From an optimization exercise on the open Yosys and OpenROAD flow, aimed at small area; shortcuts taken in it are not production practice.
Only simulation tests tie the RTL to the original design; equivalence was not proved.
Power is estimated from default activity; no workload was simulated.

### design/flow/run.sh
#!/bin/bash
# synth_recipe.tcl (not shown) runs the flow's synth.tcl, then flattens the netlist and writes it again
# the make line also repeats each setting of config.mk as NAME=value (left out here)
make -C /OpenROAD-flow-scripts/flow DESIGN_CONFIG=/design/flow/config.mk WORK_HOME=/design/flow/orfs CLKGATE_MAP_FILE= SYNTH_SCRIPT=/design/flow/synth_recipe.tcl finish
### design/flow/config.mk
export PLATFORM = sky130hd
export DESIGN_NAME = maxpool_2x2_16_channel
export DESIGN_NICKNAME = maxpool_2x2_16_channel
export VERILOG_FILES = /design/flow/design.v
export SDC_FILE = /design/flow/constraint.sdc
export NUM_CORES = 4
export LEC_CHECK = 0
export CAP_MARGIN = 20
export CORE_MARGIN = 2
export CORE_UTILIZATION = 45
export PLACE_DENSITY = 0.62
export SLEW_MARGIN = 20
### design/flow/constraint.sdc
create_clock -name core_clock -period 8.0 [get_ports {clk}]
set_input_delay 1.6000 -clock core_clock [delete_from_list [all_inputs] [get_ports {clk}]]
set_output_delay 1.6000 -clock core_clock [all_outputs]
set_load 0.01 [all_outputs]
### design/flow/design.v
module maxpool_2x2_16_channel #(
  parameter int unsigned IMG_Width  = 16,
  parameter int unsigned IMG_Height = 16,
  parameter int unsigned Datawidth  = 32
) (
  input  logic                     clk,
  input  logic                     rst,
  input  logic                     valid_in,
  input  logic [Datawidth-1:0]     In_0,
  input  logic [Datawidth-1:0]     In_1,
  input  logic [Datawidth-1:0]     In_2,
  input  logic [Datawidth-1:0]     In_3,
  input  logic [Datawidth-1:0]     In_4,
  input  logic [Datawidth-1:0]     In_5,
  input  logic [Datawidth-1:0]     In_6,
  input  logic [Datawidth-1:0]     In_7,
  input  logic [Datawidth-1:0]     In_8,
  input  logic [Datawidth-1:0]     In_9,
  input  logic [Datawidth-1:0]     In_10,
  input  logic [Datawidth-1:0]     In_11,
  input  logic [Datawidth-1:0]     In_12,
  input  logic [Datawidth-1:0]     In_13,
  input  logic [Datawidth-1:0]     In_14,
  input  logic [Datawidth-1:0]     In_15,
  output logic                     valid_out,
  output logic [Datawidth-1:0]     Out_0,
  output logic [Datawidth-1:0]     Out_1,
  output logic [Datawidth-1:0]     Out_2,
  output logic [Datawidth-1:0]     Out_3,
  output logic [Datawidth-1:0]     Out_4,
  output logic [Datawidth-1:0]     Out_5,
  output logic [Datawidth-1:0]     Out_6,
  output logic [Datawidth-1:0]     Out_7,
  output logic [Datawidth-1:0]     Out_8,
  output logic [Datawidth-1:0]     Out_9,
  output logic [Datawidth-1:0]     Out_10,
  output logic [Datawidth-1:0]     Out_11,
  output logic [Datawidth-1:0]     Out_12,
  output logic [Datawidth-1:0]     Out_13,
  output logic [Datawidth-1:0]     Out_14,
  output logic [Datawidth-1:0]     Out_15
);
  localparam int unsigned NCH     = 16;
  localparam int unsigned WP      = IMG_Width / 2;
  localparam int unsigned CW      = $clog2(IMG_Width);
  localparam int unsigned RW      = $clog2(IMG_Height);
  localparam int unsigned LBW     = (WP > 1) ? $clog2(WP) : 1;
  localparam bit          COL_ODD = (IMG_Width % 2) == 1;
  localparam bit          ROW_ODD = (IMG_Height % 2) == 1;
  localparam int unsigned VW      = NCH * Datawidth;
  logic [VW-1:0]  in_s;
  logic [VW-1:0]  h_q, h_d;
  logic [VW-1:0]  out_q, out_d;
  logic [VW-1:0]  hmax_c;
  logic [VW-1:0]  pool_c;
  logic [VW-1:0]  lb_rd_c;
  logic [VW-1:0]  linebuf_q [WP];
  logic [CW-1:0]  col_q, col_d;
  logic [RW-1:0]  row_q, row_d;
  logic           valid_q, valid_d;
  logic           lb_we_c;
  logic [LBW-1:0] lb_idx_c;
  logic           in_region_c;
  assign in_s = {In_15, In_14, In_13, In_12, In_11, In_10, In_9, In_8, In_7, In_6, In_5, In_4, In_3, In_2, In_1, In_0};
  assign in_region_c = (!COL_ODD || (col_q != CW'(IMG_Width - 1))) &&
                       (!ROW_ODD || (row_q != RW'(IMG_Height - 1)));
  assign lb_idx_c    = LBW'(col_q >> 1);
  assign lb_rd_c     = linebuf_q[lb_idx_c];
  for (genvar ch = 0; ch < NCH; ch++) begin : g_cmp
    wire signed [Datawidth-1:0] in_v = in_s[ch*Datawidth +: Datawidth];
    wire signed [Datawidth-1:0] h_v  = h_q[ch*Datawidth +: Datawidth];
    wire signed [Datawidth-1:0] hm_v = hmax_c[ch*Datawidth +: Datawidth];
    wire signed [Datawidth-1:0] lb_v = lb_rd_c[ch*Datawidth +: Datawidth];
    assign hmax_c[ch*Datawidth +: Datawidth] = (in_v > h_v) ? in_v : h_v;
    assign pool_c[ch*Datawidth +: Datawidth] = (lb_v > hm_v) ? lb_v : hm_v;
  end
  always_comb begin
    col_d   = col_q;
    row_d   = row_q;
    h_d     = h_q;
    out_d   = out_q;
    valid_d = 1'b0;
    lb_we_c = 1'b0;
    if (valid_in) begin
      if (col_q == CW'(IMG_Width - 1)) begin
        col_d = '0;
        row_d = (row_q == RW'(IMG_Height - 1)) ? '0 : row_q + RW'(1);
      end else begin
        col_d = col_q + CW'(1);
      end
      if (in_region_c) begin
        if (!col_q[0]) begin
          h_d = in_s;
        end else if (!row_q[0]) begin
          lb_we_c = 1'b1;
        end else begin
          valid_d = 1'b1;
          out_d   = pool_c;
        end
      end
    end
  end
  always_ff @(posedge clk or negedge rst) begin
    if (!rst) begin
      col_q   <= '0;
      row_q   <= '0;
      valid_q <= 1'b0;
      h_q     <= '0;
      out_q   <= '0;
    end else begin
      col_q   <= col_d;
      row_q   <= row_d;
      valid_q <= valid_d;
      h_q     <= h_d;
      out_q   <= out_d;
    end
  end
  always_ff @(posedge clk) begin
    if (lb_we_c) begin
      linebuf_q[lb_idx_c] <= hmax_c;
    end
  end
  assign valid_out = valid_q;
  assign Out_0 = out_q[0*Datawidth +: Datawidth];
  assign Out_1 = out_q[1*Datawidth +: Datawidth];
  assign Out_2 = out_q[2*Datawidth +: Datawidth];
  assign Out_3 = out_q[3*Datawidth +: Datawidth];
  assign Out_4 = out_q[4*Datawidth +: Datawidth];
  assign Out_5 = out_q[5*Datawidth +: Datawidth];
  assign Out_6 = out_q[6*Datawidth +: Datawidth];
  assign Out_7 = out_q[7*Datawidth +: Datawidth];
  assign Out_8 = out_q[8*Datawidth +: Datawidth];
  assign Out_9 = out_q[9*Datawidth +: Datawidth];
  assign Out_10 = out_q[10*Datawidth +: Datawidth];
  assign Out_11 = out_q[11*Datawidth +: Datawidth];
  assign Out_12 = out_q[12*Datawidth +: Datawidth];
  assign Out_13 = out_q[13*Datawidth +: Datawidth];
  assign Out_14 = out_q[14*Datawidth +: Datawidth];
  assign Out_15 = out_q[15*Datawidth +: Datawidth];
endmodule
==> results.cfg <==
[outcome]
outcome = finished clean

[synthesis]
synth_area_leaders = edfxtp_1 52%, dfrtp_1 11%, a22oi_1 7.1%
syn-num-nets = 20300
syn_area_um2 = 238000
yosysWarnings = 1
synth_edf_count = 4096
synthArstFlopShare_pct = 20.1
avgSynthCellArea_um2 = 12.7
synth-seq-area-share_pct = 62.7
yosys.area.top_type = edfxtp_1
syn_inst = 18800
synth_top_flop_cell = edfxtp_1
synth_top_area_share_pct = 51.8
ys_types = 81
synth_seq_cells = 5129

[sta]
setup_viol = 0
skew_ns = 0.0790
layout_min_cycle_time_ns = 6.85
maxSlewViolCount = 0
worstMarginPinSlew_ns = 1.14
finalWorstSetupSlack_ns = 1.15
clock.fmax_mhz = 146
holdWs_ns = 0.485
hold_violations = 0
fin_setup_tns_ns = 0
fin_crit_sh_pct = 85.6
rsz0062_at_grt = no
maxSlewHeadroom_pct = 23.7

[grt]
grtUsageTotal_pct = 26.1
grt_pass1_wl_um = 1070000
grt_antenna_before_repair = 71
grt-ovfl-total = 0
grt_max_degree = 170
grt_pass1_vias = 161000

[final_layout]
drive_gt1_share_pct = 9.28
finalNetCount = 21100
layout_commonest_cell = edfxtp_1
n_fill_cell = 44000
layout_common_cells = 4096 x edfxtp_1, 2240 x a22oi_1, 1527 x nand2_1
multi_input_area_um2 = 80200
area_delta_synth_final_pct = 16.4
regArea_um2 = 149000

[die]
die_width_um = 731
coreArea_um2 = 525000
fp.dieH_um = 731
io_pins = 1028
start_util_pct = 45.2
die_area_um2 = 534000
std_cell_rows = 266

[setup_path]
critPathKind = in -> reg
endpoint_kind = register
critPathSlowestCell = buf_4
crit_arrival_ns = 7.73
cp.required_ns = 8.88
ff2ff_setup_slack_ns = 1.79
path_cells = clkdlybuf4s50_1, ha_4, buf_4, a21boi_0, a211oi_4, and2_2, a41oi_1, nand4_1, inv_1, ha_1, nand4_1, nor4_1, nor2_1, a41oi_1, or4b_2, o21ai_4, buf_4, mux2i_1, o21ai_0
cpPeakStageDelay_ns = 0.73
crit_path_max_fanout = 129
cp-start-kind = input port

[clocking]
cts_buffers = 558
cts-hold-fix-buffers = 0
clkLatencyLatePin_ns = 1.06
clk_pin_slew_ns = 0.06
post-cts-setup-buffers = 0
cts_buffer_depth = 4
numClockSinks = 5129
htree_levels = 6
cts_resized = 0
clockRootBuffer = clkbuf_16
cts_tree = done

[route]
drtIter0Drc = 15300
ant_nets = 0
dr.pass1.iters = 6
wl_um = 720000
via_per_inst = 6.15
num_vias = 166000
drc = 0
wl_per_cell_um = 26.6

[worst_hold_path]
hp-class = reg -> reg

[power_and_ir_drop]
total_power_w = 0.110
power_density_nw_per_um2 = 397
power.leakage_nw = 98.0
ir_drop_mv = 0.462

[placement]
dpl.hpwl_um = 453000
portBuffers = 1027
gp_congestion = 0.883
place_worst_setup_slack_ns = 0.236

[job]
cap_violations = 0
-- kinds of logic (layout without fill, tap and decap cells) --
group / count (synthesis) / after routing / synth area share (%)
fa+ha+maj: 1026 / 1026 / 5.40
mux: 310 / 310 / 1.34
simple gates: 4493 / 4493 / 10.5
xor+xnor: 3 / 3 / 0.0111
flops: 5129 / 5129 / 62.7
other cells: 0 / 42 / 0
compound gates: 5388 / 5388 / 16.2
buf+inv: 2401 / 3719 / 3.87
-- registers in the layout, indices dropped and copies added (netlist names) --
register	cells
linebuf_q	4096
valid_q	1
row_q	4
h_q	512
col_q	4
out_q	512
-- layout make-up --
| cell class | count | share of cell area, % |
|---|---|---|
| multi-input cells | 11200 | 29.0 |
| flip-flops and latches | 5129 | 53.8 |
| clock inverters | 275 | 1.15 |
| repair buffers | 1645 | 5.92 |
| well taps | 6968 | 3.15 |
| diodes | 42 | 0.0380 |
| inverters | 1045 | 1.42 |
| clock buffers | 754 | 5.48 |
-- metal layers --
metal  up-vias  wire, um  global-route usage [%]
met5         -        88                       0
met4        14     20900                    7.62
met3      1024     51600                    3.87
met2      6111    339000                    42.4
met1     84300    309000                    36.5
li1      74900         -                       -
-- critical path: cells and delay by family --
family / cells / cell delay [ns]
AND/OR/NAND/NOR: 6 / 2.07
adder cells (fa/ha/maj): 2 / 0.61
multiplexers: 1 / 0.31
AO/OA/AOI/OAI: 6 / 1.31
buffers and inverters: 4 / 1.80
-- synthesized netlist by cell type (56+ instances only) --
master and number:
edfxtp_1 4096, a22oi_1 2246, nand2_1 1527, clkbuf_1 1152, inv_1 1045, dfrtp_1 1033
ha_1 1026, o21ai_0 937, nand4_1 752, a21oi_1 599, nand3b_1 413, nand2b_1 397
a41oi_1 332, mux2i_1 253, o211ai_1 251, a21o_1 250, and2_1 239, and4_1 209
nand3_1 198, nor2_1 180, o2111ai_1 142, and3_1 138, buf_1 104, a221o_1 99
buf_2 89, nand3_2 88, or3_1 88, o221a_2 72, a211oi_1 64, nor4_1 62
mux2_2 57, nor2b_1 56
-- power by group --
group	total, W	internal (W)	switching, W
combinational	0.0459	0.0167	0.0292
clock	0.0258	0.0148	0.0110
sequential	0.0380	0.0355	0.00251
-- final timing paths --
| check | from | end | cells after the start |
|---|---|---|---|
| worst max-delay path | In_12[31] | out_q[400] | 19 |
| worst min-delay path | out_q[471] | out_q[471] | 2 |
| max in group asynchronous | rst | h_q[154] | 3 |
| worst max register to register | h_q[31] | out_q[0] | 19 |
| worst min register to register | out_q[471] | out_q[471] | 2 |
| min in group asynchronous | rst | h_q[230] | 1 |
-- metrics by stage --
step / instances / util, % / cell area (um^2)
global placement: 26000 / 49.1 / 258000
detailed placement: 26000 / 49.1 / 258000
CTS: 27000 / 52.6 / 276000
floorplan: 18800 / - / 238000
global route: 27100 / 52.6 / 276000
finish: 27100 / 52.6 / 276000

## port drivers added, routing unchanged
How much do the figures lean on ideal ports? The routed layout below was timed once more, with nothing changed but the port constraints. Step 1 (the two cells are an assumption about what drives the block):
set clk [get_ports {clk}]
set_driving_cell -lib_cell sky130_fd_sc_hd__clkbuf_16 $clk
set_driving_cell -lib_cell sky130_fd_sc_hd__buf_2 [delete_from_list [all_inputs] $clk]
Step 2 adds t to the input delays and takes it off the output delays; t is the mean of the earliest and latest rising clock arrival at the registers after step 1. Input paths then give back, and output paths get back, about the clock's delay inside the block. Three values: ideal, step 1, step 2; two values: the first two.
t, ns: 1.149
setup slack, ns: 1.152 / 1.117 / -0.032
worst setup path after step 2: input to register
worst register clock-pin slew, ns: 0.07 / 0.07
worst data-port slew with drivers (ns): 0.27
Met with ideal ports but missed after step 2: setup timing in this run. The setup slack of this run moves by -0.035 ns with the drivers and by -1.184 ns with both steps.
